Context: an optimization exercise on an open-source flow, tuned for small area, a short achievable clock period and few clock cycles per item. The choices shown serve that exercise and are no tape-out recipe.
Function was checked by simulation only, so behaviour that the tests miss may differ from the original.

File: flow/design.v
`timescale 1ns/10ps
`default_nettype none
module pe_cell (
    input  wire                             clk,
    input  wire                             clr,       
    input  wire        [12-1:0]    a_in,
    input  wire        [8-1:0]    b_in,
    output logic       [23-1:0]     acc
);
    wire [8:0] bx = {b_in[7], b_in};
    wire t0 = ((a_in[0] & bx[0]) | (a_in[1] & 1'b0)) ^ a_in[2];
    wire t1 = ((a_in[0] & bx[1]) | (a_in[1] & bx[0])) ^ a_in[2];
    wire t2 = ((a_in[0] & bx[2]) | (a_in[1] & bx[1])) ^ a_in[2];
    wire t3 = ((a_in[0] & bx[3]) | (a_in[1] & bx[2])) ^ a_in[2];
    wire t4 = ((a_in[0] & bx[4]) | (a_in[1] & bx[3])) ^ a_in[2];
    wire t5 = ((a_in[0] & bx[5]) | (a_in[1] & bx[4])) ^ a_in[2];
    wire t6 = ((a_in[0] & bx[6]) | (a_in[1] & bx[5])) ^ a_in[2];
    wire t7 = ((a_in[0] & bx[7]) | (a_in[1] & bx[6])) ^ a_in[2];
    wire t8 = ~(((a_in[0] & bx[8]) | (a_in[1] & bx[7])) ^ a_in[2]);
    wire t9 = ((a_in[3] & bx[0]) | (a_in[4] & 1'b0)) ^ a_in[5];
    wire t10 = ((a_in[3] & bx[1]) | (a_in[4] & bx[0])) ^ a_in[5];
    wire t11 = ((a_in[3] & bx[2]) | (a_in[4] & bx[1])) ^ a_in[5];
    wire t12 = ((a_in[3] & bx[3]) | (a_in[4] & bx[2])) ^ a_in[5];
    wire t13 = ((a_in[3] & bx[4]) | (a_in[4] & bx[3])) ^ a_in[5];
    wire t14 = ((a_in[3] & bx[5]) | (a_in[4] & bx[4])) ^ a_in[5];
    wire t15 = ((a_in[3] & bx[6]) | (a_in[4] & bx[5])) ^ a_in[5];
    wire t16 = ((a_in[3] & bx[7]) | (a_in[4] & bx[6])) ^ a_in[5];
    wire t17 = ~(((a_in[3] & bx[8]) | (a_in[4] & bx[7])) ^ a_in[5]);
    wire t18 = ((a_in[6] & bx[0]) | (a_in[7] & 1'b0)) ^ a_in[8];
    wire t19 = ((a_in[6] & bx[1]) | (a_in[7] & bx[0])) ^ a_in[8];
    wire t20 = ((a_in[6] & bx[2]) | (a_in[7] & bx[1])) ^ a_in[8];
    wire t21 = ((a_in[6] & bx[3]) | (a_in[7] & bx[2])) ^ a_in[8];
    wire t22 = ((a_in[6] & bx[4]) | (a_in[7] & bx[3])) ^ a_in[8];
    wire t23 = ((a_in[6] & bx[5]) | (a_in[7] & bx[4])) ^ a_in[8];
    wire t24 = ((a_in[6] & bx[6]) | (a_in[7] & bx[5])) ^ a_in[8];
    wire t25 = ((a_in[6] & bx[7]) | (a_in[7] & bx[6])) ^ a_in[8];
    wire t26 = ~(((a_in[6] & bx[8]) | (a_in[7] & bx[7])) ^ a_in[8]);
    wire t27 = ((a_in[9] & bx[0]) | (a_in[10] & 1'b0)) ^ a_in[11];
    wire t28 = ((a_in[9] & bx[1]) | (a_in[10] & bx[0])) ^ a_in[11];
    wire t29 = ((a_in[9] & bx[2]) | (a_in[10] & bx[1])) ^ a_in[11];
    wire t30 = ((a_in[9] & bx[3]) | (a_in[10] & bx[2])) ^ a_in[11];
    wire t31 = ((a_in[9] & bx[4]) | (a_in[10] & bx[3])) ^ a_in[11];
    wire t32 = ((a_in[9] & bx[5]) | (a_in[10] & bx[4])) ^ a_in[11];
    wire t33 = ((a_in[9] & bx[6]) | (a_in[10] & bx[5])) ^ a_in[11];
    wire t34 = ((a_in[9] & bx[7]) | (a_in[10] & bx[6])) ^ a_in[11];
    wire t35 = ~(((a_in[9] & bx[8]) | (a_in[10] & bx[7])) ^ a_in[11]);
    wire t36 = t6 ^ t13;
    wire t37 = t6 & t13;
    wire t38 = t7 ^ t14;
    wire t39 = t7 & t14;
    wire t40 = t8 ^ t15 ^ t22;
    wire t41 = (t8 & t15) | (t8 & t22) | (t15 & t22);
    wire t42 = t16 ^ t23;
    wire t43 = t16 & t23;
    wire t44 = t4 ^ t11;
    wire t45 = t4 & t11;
    wire t46 = t5 ^ t12;
    wire t47 = t5 & t12;
    wire t48 = t36 ^ t20 ^ t27;
    wire t49 = (t36 & t20) | (t36 & t27) | (t20 & t27);
    wire t50 = t37 ^ t38 ^ t21;
    wire t51 = (t37 & t38) | (t37 & t21) | (t38 & t21);
    wire t52 = t39 ^ t40 ^ t29;
    wire t53 = (t39 & t40) | (t39 & t29) | (t40 & t29);
    wire t54 = t41 ^ t42 ^ t30;
    wire t55 = (t41 & t42) | (t41 & t30) | (t42 & t30);
    wire t56 = t43 ^ t17 ^ t24;
    wire t57 = (t43 & t17) | (t43 & t24) | (t17 & t24);
    wire t58 = t25 ^ t32;
    wire t59 = t25 & t32;
    wire t60 = t2 ^ t9;
    wire t61 = t2 & t9;
    wire t62 = t3 ^ t10;
    wire t63 = t3 & t10;
    wire t64 = t44 ^ t18 ^ a_in[8];
    wire t65 = (t44 & t18) | (t44 & a_in[8]) | (t18 & a_in[8]);
    wire t66 = t45 ^ t46 ^ t19;
    wire t67 = (t45 & t46) | (t45 & t19) | (t46 & t19);
    wire t68 = t47 ^ t48 ^ a_in[11];
    wire t69 = (t47 & t48) | (t47 & a_in[11]) | (t48 & a_in[11]);
    wire t70 = t49 ^ t50 ^ t28;
    wire t71 = (t49 & t50) | (t49 & t28) | (t50 & t28);
    wire t72 = t51 ^ t52 ^ 1'b1;
    wire t73 = (t51 & t52) | (t51 & 1'b1) | (t52 & 1'b1);
    wire t74 = t53 ^ t54 ^ 1'b1;
    wire t75 = (t53 & t54) | (t53 & 1'b1) | (t54 & 1'b1);
    wire t76 = t55 ^ t56 ^ t31;
    wire t77 = (t55 & t56) | (t55 & t31) | (t56 & t31);
    wire t78 = t57 ^ t58 ^ 1'b1;
    wire t79 = (t57 & t58) | (t57 & 1'b1) | (t58 & 1'b1);
    wire t80 = t59 ^ t26 ^ t33;
    wire t81 = (t59 & t26) | (t59 & t33) | (t26 & t33);
    wire t82 = t34 ^ 1'b1;
    wire t83 = t34 & 1'b1;
    wire [15:0] r0 = {1'b0, t83, t81, t79, t77, t75, t73, t71, t69, t67, t65, t63, t61, t60, t1, t0};
    wire [15:0] r1 = {1'b0, t35, t82, t80, t78, t76, t74, t72, t70, t68, t66, t64, t62, a_in[5], 1'b0, a_in[2]};
    logic [15:0] s_q, c_q;
    always_ff @(posedge clk) begin
        s_q <= r0;
        c_q <= r1;
    end
    wire [22:0] x  = {{8{~s_q[15]}}, s_q[14:0]};
    wire [22:0] y  = {7'd0, c_q};
    wire [22:0] hs = acc ^ x ^ y;
    wire [22:0] hc = (acc & x) | (acc & y) | (x & y);
    localparam int L = 7;
    logic            cp;
    wire  [L:0]      lo = {1'b0, hs[L-1:0]} + {1'b0, hc[L-2:0], 1'b0};
    wire  [23-L:0]   hx = {hs[22:L], cp} + {hc[21:L-1], cp};    
    wire  [22-L:0]   hi = hx[23-L:1];
    always_ff @(posedge clk) begin
        acc <= clr ? 23'd0 : {hi, lo[L-1:0]};
        cp  <= clr ? 1'b0  : lo[L];
    end
endmodule
`default_nettype wire
`timescale 1ns/10ps
`default_nettype none
module systolic_grid (
    input  wire                                 clk,
    input  wire                                 clr,
    input  wire [4*12-1:0]       a_q,
    input  wire [4*8-1:0]        b_q,
    output wire [4*4*23-1:0]  sums       
);
    localparam int N = 4;
    localparam int W = 8;
    localparam int E = 12;
    localparam int S = 23;
    for (genvar i = 0; i < N; i++) begin : g_row
        for (genvar j = 0; j < N; j++) begin : g_col
            pe_cell pe_i (
                .clk  (clk),
                .clr  (clr),
                .a_in (a_q[i*E +: E]),
                .b_in (b_q[j*W +: W]),
                .acc  (sums[(i*N+j)*S +: S])
            );
        end
    end
endmodule
`default_nettype wire
`timescale 1ns/10ps
`default_nettype none
module operand_skew (
    input  wire                            clk,
    input  wire                            rst_n,
    input  wire                            step,
    input  wire                            last,
    input  wire [4*8-1:0]   a_vec,
    input  wire [4*8-1:0]   b_vec,
    output logic [4*12-1:0] a_q,
    output logic [4*8-1:0]  b_q,
    output logic                           last_q
);
    localparam int W = 8;
    localparam int E = 12;
    logic [4*E-1:0] a_enc;
    always_comb begin
        for (int i = 0; i < 4; i++) begin
            for (int k = 0; k < 4; k++) begin
                logic x2, x1, x0;
                x2 = a_vec[i*W + 2*k + 1];
                x1 = a_vec[i*W + 2*k];
                x0 = (k == 0) ? 1'b0 : a_vec[i*W + 2*k - 1];
                a_enc[i*E + 3*k]     = step && (x1 ^ x0);                           
                a_enc[i*E + 3*k + 1] = step && ((x2 && !x1 && !x0) || (!x2 && x1 && x0));  
                a_enc[i*E + 3*k + 2] = step && x2;                                  
            end
        end
    end
    always_ff @(posedge clk) begin
        a_q <= a_enc;
        b_q <= b_vec;
    end
    always_ff @(posedge clk or negedge rst_n) begin
        if (!rst_n) begin
            last_q  <= 1'b0;
        end else begin
            last_q  <= step && last;
        end
    end
endmodule
`default_nettype wire
`timescale 1ns/10ps
`default_nettype none
module mmu_sequencer (
    input  wire                   clk,
    input  wire                   rst_n,
    input  wire                   start,
    input  wire [8-1:0] k_len,
    input  wire                   in_valid,
    output wire                   step,        
    output wire                   last,        
    output wire                   skip,        
    output logic                  busy
);
    logic                   skip_q;      
    logic [8-1:0] rem_q;       
    wire accept = start && !busy;
    assign step  = in_valid && busy && !skip_q;
    assign skip  = skip_q;
    assign last  = (rem_q == 8'(1));
    always_ff @(posedge clk or negedge rst_n) begin
        if (!rst_n) begin
            busy   <= 1'b0;
            skip_q <= 1'b0;
        end else begin
            skip_q <= accept;
            if (accept)
                busy <= 1'b1;
            else if (step && last)
                busy <= 1'b0;
        end
    end
    always_ff @(posedge clk) begin
        if (accept)
            rem_q <= k_len;
        else if (step)
            rem_q <= rem_q - 1'b1;
    end
endmodule
`default_nettype wire
`timescale 1ns/10ps
`default_nettype none
module result_buffer (
    input  wire                                 clk,
    input  wire                                 rst_n,
    input  wire                                 save,
    input  wire [4*4*23-1:0]  sums,
    input  wire                                 rd_en,
    input  wire [2-1:0]                rd_row,
    output logic                                rd_valid,
    output logic [4*24-1:0]        rd_data
);
    localparam int N  = 4;
    localparam int S  = 23;
    localparam int A  = 24;
    localparam int RW = N*S;
    logic [N*RW-1:0] grid_q;      
    logic            have_q;      
    logic [RW-1:0]   row_q;       
    always_ff @(posedge clk) begin
        if (save)
            grid_q <= sums;
    end
    always_ff @(posedge clk or negedge rst_n) begin
        if (!rst_n) begin
            have_q   <= 1'b0;
            rd_valid <= 1'b0;
        end else begin
            have_q   <= have_q || save;
            rd_valid <= rd_en;
        end
    end
    always_ff @(posedge clk) begin
        row_q <= have_q ? grid_q[rd_row*RW +: RW] : '0;
    end
    for (genvar j = 0; j < N; j++) begin : g_col
        assign rd_data[j*A +: A] = {{(A-S){row_q[j*S+S-1]}}, row_q[j*S +: S]};
    end
endmodule
`default_nettype wire
`timescale 1ns/10ps
`default_nettype none
module mmu_top (
    input  wire                        clk,
    input  wire                        rst_n,
    input  wire                        start,
    input  wire [8-1:0]      k_len,
    input  wire                        in_valid,
    input  wire [4*8-1:0] a_vec,
    input  wire [4*8-1:0] b_vec,
    input  wire                        rd_en,
    input  wire [2-1:0]       rd_row,
    output wire                        busy,
    output wire                        done,
    output wire                        rd_valid,
    output wire [4*24-1:0]  rd_data
);
    wire                               step, last, skip;
    wire [4*12-1:0]     a_q;
    wire [4*8-1:0]      b_q;
    wire                               last_q;
    wire [4*4*23-1:0] sums;
    mmu_sequencer seq_i (
        .clk      (clk),
        .rst_n    (rst_n),
        .start    (start),
        .k_len    (k_len),
        .in_valid (in_valid),
        .step     (step),
        .last     (last),
        .skip     (skip),
        .busy     (busy)
    );
    localparam int SV = 1 + 1;     
    logic [SV+1:0] last_sr;
    always_ff @(posedge clk or negedge rst_n) begin
        if (!rst_n)
            last_sr <= '0;
        else
            last_sr <= (last_sr << 1) | (SV+2)'(last_q);
    end
    wire save = last_sr[SV];
    assign done = last_sr[SV+1];
    logic [1:0] clr_sr;
    always_ff @(posedge clk or negedge rst_n) begin
        if (!rst_n)
            clr_sr <= '0;
        else
            clr_sr <= (clr_sr << 1) | (1+1)'(skip);
    end
    wire clr = clr_sr[1];
    operand_skew in_i (
        .clk     (clk),
        .rst_n   (rst_n),
        .step    (step),
        .last    (last),
        .a_vec   (a_vec),
        .b_vec   (b_vec),
        .a_q     (a_q),
        .b_q     (b_q),
        .last_q  (last_q)
    );
    systolic_grid grid_i (
        .clk  (clk),
        .clr  (clr),
        .a_q  (a_q),
        .b_q  (b_q),
        .sums (sums)
    );
    result_buffer rbuf_i (
        .clk      (clk),
        .rst_n    (rst_n),
        .save     (save),
        .sums     (sums),
        .rd_en    (rd_en),
        .rd_row   (rd_row),
        .rd_valid (rd_valid),
        .rd_data  (rd_data)
    );
endmodule
`default_nettype wire
File: flow/run.sh
#!/bin/bash
# synth_recipe.tcl (not shown) runs the flow's synth.tcl, then flattens the netlist and writes it again
# the make line also repeats each setting of config.mk as NAME=value (left out here)
make -C /OpenROAD-flow-scripts/flow DESIGN_CONFIG=/design/flow/config.mk WORK_HOME=/design/flow/orfs CLKGATE_MAP_FILE= SYNTH_SCRIPT=/design/flow/synth_recipe.tcl finish
File: flow/config.mk
export PLATFORM = sky130hd
export DESIGN_NAME = mmu_top
export DESIGN_NICKNAME = mmu_top
export VERILOG_FILES = /design/flow/design.v
export SDC_FILE = /design/flow/constraint.sdc
export NUM_CORES = 4
export LEC_CHECK = 0
export CAP_MARGIN = 20
export CORE_MARGIN = 2
export CORE_UTILIZATION = 55
export CTS_CLUSTER_DIAMETER = 80
export CTS_CLUSTER_SIZE = 20
export PLACE_DENSITY = 0.7
export SETUP_SLACK_MARGIN = 3.65
export SLEW_MARGIN = 20
export TNS_END_PERCENT = 10
File: flow/constraint.sdc
create_clock -name core_clock -period 6.5 [get_ports {clk}]
set_input_delay 1.3000 -clock core_clock [delete_from_list [all_inputs] [get_ports {clk}]]
set_output_delay 1.3000 -clock core_clock [all_outputs]
set_load 0.01 [all_outputs]
==> flow_summary.ini, run 1 <==
[synthesis]
syn-instance-count = 6827
ys_ff_latch = 1383
avgSynthCellArea_um2 = 10.9
yosys.cell_types.count = 84
synth.most_common_cell = dfxtp_1
syn_nets = 7868
synth_edf_count = 376
async_flop_share = 0.00795
yosys.area.top_type = dfxtp_1
seq_area_frac_synth = 0.422
yosysWarnings = 5
ys.flop_type = dfxtp_1
synth_area_leaders = dfxtp_1 27%, edfxtp_1 15%, fa_1 12%, ha_1 8.9%, xnor2_1 7.9%
synthTopCellsByCount = 996 x dfxtp_1, 745 x inv_1, 670 x xnor2_1, 530 x ha_1, 464 x nor2_1
netlist.area_leader.share = 0.267
synth_area_um2 = 74700

[min_path]
min_path_type = reg -> reg

[timing]
period_needed_ps = 3020
clock.fmax_ghz = 0.331
finClkSkew_ps = 28.4
hold_viol_final = 0
timing.final.crit_share = 0.465
setup_viol_count_final = 0
fin_tns_setup_ps = 0
slew-limit-headroom = 0.271
drv_slew = 0
layout_setup_ws_ps = 3480
worst_pin_slew_ps = 1090
rsz0062_at_grt = true

[worst_setup_path]
path_class = reg -> out
path_delay_family = buffers and inverters
cp_data_required_time_ps = 5200
crit_path_max_fanout = 1
cp-start-kind = flop
cpMaxStageDelayCell = clkdlybuf4s50_1
crit_path_end_kind = output port
path_buf_inv = 1
cp_cell_sequence = clkdlybuf4s50_1
critPathArrivalTime_ps = 1720
critPathMaxStageDelay_ps = 580

[clocking]
clockBufferDepth = 3
cts_root_buffer = clkbuf_16
clk_pin_slew_worst_paths_ps = 90
ctsHoldBuffers = 0
cts_sinks = 1383
cts_tree = built
cts_max_level = 3
clock_latency_ps = 710
cts_buffers = 84

[grt]
use_met1 = 0.357
antenna_found_initial = 9
busiest_layer = met2
grt_max_degree = 152
grt_pass1_vias = 50700
use_met3 = 0.0378
grt.total_usage = 0.266
gr-total-overflow = 0
grt_pass1_wl_mm = 285
gr-usage-met2 = 0.438

[place]
place_ws_ps = 3000
numPortBuffers = 177
hpwl_mm = 124
place_congestion = 0.880

[routing]
drt.antenna.violating_nets = 0
routed_wl_mm = 183
vias = 49500
wl_per_cell_um = 21.1
drt_iter0_drc = 3448
drc_errors = 0
dr.pass1.iters = 6
vias_per_cell = 5.71

[outcome]
status = timing/DRC/antenna clean

[floorplanning]
die_h_um = 373
pin_count = 178
fp-row-count = 135
die_w_um = 373
die-area_um2 = 139000
start_util = 0.553
core-area_um2 = 135000

[cells_and_area]
layout.nets = 7857
area_delta_synth_final_pct = 8.63
drive_above_1_share = 0.0664

[run]
maxCapViolCount = 0
per-layer routing:
layer  vias to the layer above  routed length (um)
li1                      23000                   -
met1                     24700               77900
met5                         -                  27
met2                      1462               85900
met3                       325               11900
met4                         4                6850
kinds of logic after synthesis:
logic type / synth area share
xor+xnor: 0.100
compound gates: 0.117
flops: 0.422
mux: 0.0305
buf+inv: 0.0574
simple gates: 0.0682
fa+ha+maj: 0.205
placed cells by master (no fill, tap or decap), drive strengths merged, types with 12 or more instances in the layout:
cell / instances
o21ai: 225
and2: 123
and3: 20
nand4: 29
o21a: 43
mux4: 92
a31oi: 25
o21bai: 21
a21oi: 225
nor2b: 90
nor3: 54
o31a: 12
inv: 756
nand2: 209
xnor2: 670
a211oi: 53
xor2: 184
clkbuf: 138
a211o: 12
nand3: 37
dlygate4sd2: 16
buf: 111
mux2: 18
o211ai: 13
a21o: 115
fa: 432
nand2b: 43
edfxtp: 376
dfxtp: 996
clkdlybuf4s50: 158
ha: 530
nor2: 464
o31ai: 12
a22oi: 448
final cells by class:
| class | count | area, um2 |
|---|---|---|
| multi-input combinational | 4312 | 39200 |
| clock buffer | 138 | 2570 |
| timing repair buffer | 286 | 2680 |
| sequential | 1383 | 31600 |
| inverter | 749 | 2810 |
| antenna | 1 | 2.50 |
| clock inverter | 14 | 110 |
| tap | 1781 | 2230 |
| fill | 11000 | 54000 |
path summary, 6_finish.rpt:
| path | startpoint | to | slack (ps) | depth (start not counted) |
|---|---|---|---|---|
| max | rbuf_i.row_q[1]$_SDFF_PN0_ | rd_data[1] | 3480 | 1 |
| min | in_i.last_q$_DFF_PN0_ | last_sr[0]$_DFF_PN0_ | 350 | 0 |
| min reg2reg | in_i.last_q$_DFF_PN0_ | last_sr[0]$_DFF_PN0_ | 350 | 0 |
| max reg2reg | in_i.a_q[44]$_DFF_P_ | grid_i.g_row[3].g_col[0].pe_i.c_q[10]$_DFF_P_ | 3540 | 5 |
| max in group asynchronous | rst_n | rbuf_i.have_q$_DFF_PN0_ | 5180 | 1 |
| min in group asynchronous | rst_n | in_i.last_q$_DFF_PN0_ | 930 | 1 |
sequential cells by signal, indices dropped and copies added, names as in the netlist:
signal	cells
grid_i.g_row.g_col.pe_i.acc	368
last_sr	4
rbuf_i.have_q	1
grid_i.g_row.g_col.pe_i.c_q	200
grid_i.g_row.g_col.pe_i.s_q	240
seq_i.skip_q	1
rbuf_i.grid_q	368
seq_i.busy	1
seq_i.rem_q	8
in_i.a_q	48
rbuf_i.rd_valid	1
grid_i.g_row.g_col.pe_i.cp	16
rbuf_i.row_q	92
clr_sr	2
in_i.last_q	1
in_i.b_q	32
repair_timing:
item,4_1_cts,5_1_grt
buffers inserted,0,15
pin swaps,0,42
gates cloned,0,0
gates resized for setup,36,69
setup endpoints to repair,177,257
stage by stage:
step	instances	util	area (um2)	hold slack [ps]
after floorplan	6827	-	74700	329
after global placement	8496	0.577	78000	331
after detailed placement	8496	0.577	78000	336
after CTS	8648	0.597	80700	355
after global routing	8663	0.600	81100	373
final	8664	0.600	81100	353
Testbench counts, summed over its fixed seeds: cycles 5,195, jobs 320.
==> run 2, diff against run 1 <==
--- a/flow/config.mk
+++ b/flow/config.mk
@@ -7,10 +7,9 @@
 export LEC_CHECK = 0
 export CAP_MARGIN = 20
 export CORE_MARGIN = 2
-export CORE_UTILIZATION = 55
+export CORE_UTILIZATION = 62
 export CTS_CLUSTER_DIAMETER = 80
 export CTS_CLUSTER_SIZE = 20
-export PLACE_DENSITY = 0.7
-export SETUP_SLACK_MARGIN = 3.65
+export PLACE_DENSITY = 0.75
+export SETUP_SLACK_MARGIN = 3.9
 export SLEW_MARGIN = 20
-export TNS_END_PERCENT = 10
==> run 2 against run 1 <==
  * Still clean
  * Die area decreased by 11%
  * Non-clock buffer count grew 93
  * Routed wire length grew 3.3%
  * Critical path depth up 9
  * Clock-buffer cell count is 4 lower
==> flow_summary.ini, run 2 <==
[outcome]
status = timing/DRC/antenna clean

[clocking]
clock_latency_ps = 690
clockBufferDepth = 3
cts_buffers = 82
cts_sinks = 1383
cts_root_buffer = clkbuf_16
ctsHoldBuffers = 0
cts_max_level = 3
cts_tree = built
clk_pin_slew_worst_paths_ps = 80

[routing]
drt.antenna.violating_nets = 0
drc_errors = 0
vias_per_cell = 5.92
wl_per_cell_um = 22.0
vias = 50800
routed_wl_mm = 189
drt_iter0_drc = 4229
dr.pass1.iters = 5

[synthesis]
async_flop_share = 0.00795
yosys.area_share.simple = 0.0682
syn-instance-count = 6827
synth_area_leaders = dfxtp_1 27%, edfxtp_1 15%, fa_1 12%, ha_1 8.9%, xnor2_1 7.9%
yosysWarnings = 5
synth_edf_count = 376
synth-adder-area-share = 0.205
synth-xor-area-share = 0.100
yosys.area.top_type = dfxtp_1
synth_top_family_by_area = adder cells
seq_area_frac_synth = 0.422
synth_area_um2 = 74700
ys.flop_type = dfxtp_1
ys_ff_latch = 1383
muxShareOfSynthArea = 0.0305
yosys.cell_types.count = 84
netlist.area_leader.share = 0.267
synth.most_common_cell = dfxtp_1
avgSynthCellArea_um2 = 10.9
synth_compound_area_frac = 0.117
synthTopCellsByCount = 996 x dfxtp_1, 745 x inv_1, 670 x xnor2_1, 530 x ha_1, 464 x nor2_1
syn_nets = 7868

[cells_and_area]
mostFrequentLayoutCell = dfxtp_1
drive_above_1_share = 0.136
layout.nets = 7948
largestRegisters = grid_i.g_row.g_col.pe_i.acc: 368 flops, rbuf_i.grid_q: 368 flops, grid_i.g_row.g_col.pe_i.s_q: 240 flops
most-common-layout-cells = 870 x dfxtp_1, 714 x inv_1, 663 x xnor2_1
final_core_util = 0.698
area_delta_synth_final_pct = 11.8

[worst_setup_path]
critPathMostFrequentCell = fa_2
crit_path_max_fanout = 3
cpMaxStageDelayCell = fa_2
path_class = reg -> reg
cp-start-kind = flop
critPathArrivalTime_ps = 3360
cp_cell_sequence = inv_2 > fa_2 > fa_2 > and2b_1 > o31a_1 > o21ai_2 > a31o_4 > o31ai_4 > o21bai_1 > mux2_1
critPathMaxStageDelay_ps = 490
cp_data_required_time_ps = 7060
crit_path_end_kind = flop

[timing]
period_needed_ps = 2800
finClkSkew_ps = 30.5
drv_slew = 0
fin_hold_ws_ps = 346
slew-limit-headroom = 0.287
setup_viol_count_final = 0
timing.final.crit_share = 0.431
clock.fmax_ghz = 0.357
fin_tns_setup_ps = 0
hold_viol_final = 0
worst_pin_slew_ps = 1070
layout_setup_ws_ps = 3700
rsz0062_at_grt = true

[floorplanning]
start_util = 0.624
core-area_um2 = 120000
die_w_um = 351
pin_count = 178
die-area_um2 = 123000
die_h_um = 351
fp-row-count = 127

[place]
numPortBuffers = 177
hpwl_mm = 121
place_ws_ps = 2980
place_congestion = 0.884

[min_path]
min_path_type = reg -> reg

[grt]
gr-total-overflow = 0
grt_max_degree = 186
grt_pass1_vias = 50800
grt_pass1_wl_mm = 283
grt.total_usage = 0.297
antenna_found_initial = 8

[run]
maxCapViolCount = 0
==> run 2: cell type report <==
class	instances	area, um2
diodes	1	2.50
clock buffers	134	2370
clock inverters	14	130
fillers	8549	36100
inverters	749	2820
multi-input cells	4312	40700
flip-flops and latches	1383	31800
well taps	1612	2020
repair buffers	379	3740
==> run 2: timing repair <==
| item | in CTS | in global routing |
|---|---|---|
| setup endpoints to repair | 447 | 323 |
| setup buffers | 54 | 50 |
| pin swaps | 138 | 168 |
| gates resized for setup | 628 | 371 |
| cloned | 0 | 5 |
==> run 2: path summary, 6_finish.rpt <==
path	start	endpoint	slack, ps	cells after the start
worst max-delay path	grid_i.g_row[3].g_col[0].pe_i.acc[7]$_SDFF_PP0_	grid_i.g_row[3].g_col[0].pe_i.acc[22]$_SDFF_PP0_	3700	10
worst min-delay path	in_i.last_q$_DFF_PN0_	last_sr[0]$_DFF_PN0_	350	0
worst max register to register	grid_i.g_row[3].g_col[0].pe_i.acc[7]$_SDFF_PP0_	grid_i.g_row[3].g_col[0].pe_i.acc[22]$_SDFF_PP0_	3700	10
worst min register to register	in_i.last_q$_DFF_PN0_	last_sr[0]$_DFF_PN0_	350	0
max in group asynchronous	rst_n	last_sr[2]$_DFF_PN0_	5080	1
min in group asynchronous	rst_n	last_sr[0]$_DFF_PN0_	970	1
==> run 2: worst max-delay path, delay by kind of cell, from the launching register on <==
kind / cells / cell delay [ps]
DFF: 1 / 340
adders and majority gates: 2 / 850
and+or+nand+nor: 1 / 240
muxes: 1 / 310
buffers and inverters: 1 / 40
AOI/OAI and AO/OA: 5 / 900
==> run 2: metrics by stage <==
stage / cells / cell area (um2)
after detailed placement: 8325 / 77800
after CTS: 8527 / 81700
after global placement: 8325 / 77800
after floorplan: 6827 / 74700
after global routing: 8583 / 83500
final: 8584 / 83500
==> run 2: cells by family after synthesis <==
family                     count (synthesis)
muxes                                    110
AOI/OAI and AO/OA                       1290
DFF                                     1383
and+or+nand+nor                         1096
adders and majority gates                962
buffers and inverters                   1132
xor gates and xnor gates                 854
==> run 2: per-layer routing <==
layer,vias to the layer above,GRT usage,part of all wire
met4,0,0.101,0.039
met2,1849,0.493,0.47
met1,25400,0.400,0.41
li1,23200,-,-
met5,-,0,0
met3,401,0.0440,0.079

## separate check: timing with driven ports
Ports are ideal in the flow. The routed layouts listed here were re-timed in OpenROAD. Step 1 (the two cells are an assumption about what drives the block):
set clk [get_ports {clk}]
set_driving_cell -lib_cell sky130_fd_sc_hd__clkbuf_16 $clk
set_driving_cell -lib_cell sky130_fd_sc_hd__buf_2 [delete_from_list [all_inputs] $clk]
Step 2 times the ports against the registers' clock, not the clock port: input delays grow and output delays shrink by t, the midpoint of the rising clock arrivals with the driver on. Slacks: ideal ports / drivers / drivers and shift; pairs: ideal ports / drivers.
| run | shift t [ns] | setup slack, ns | worst slew at a driven data input, ns |
|---|---|---|---|
| run 1 | 0.778 | 3.476 / 3.396 / 2.978 | 0.08 |
| run 2 | 0.760 | 3.702 / 3.702 / 3.269 | 0.06 |
After both steps every run listed still meets setup and hold. The setup slack of run 1, which loses most, moves by -0.080 ns with the drivers and by -0.498 ns with both steps.
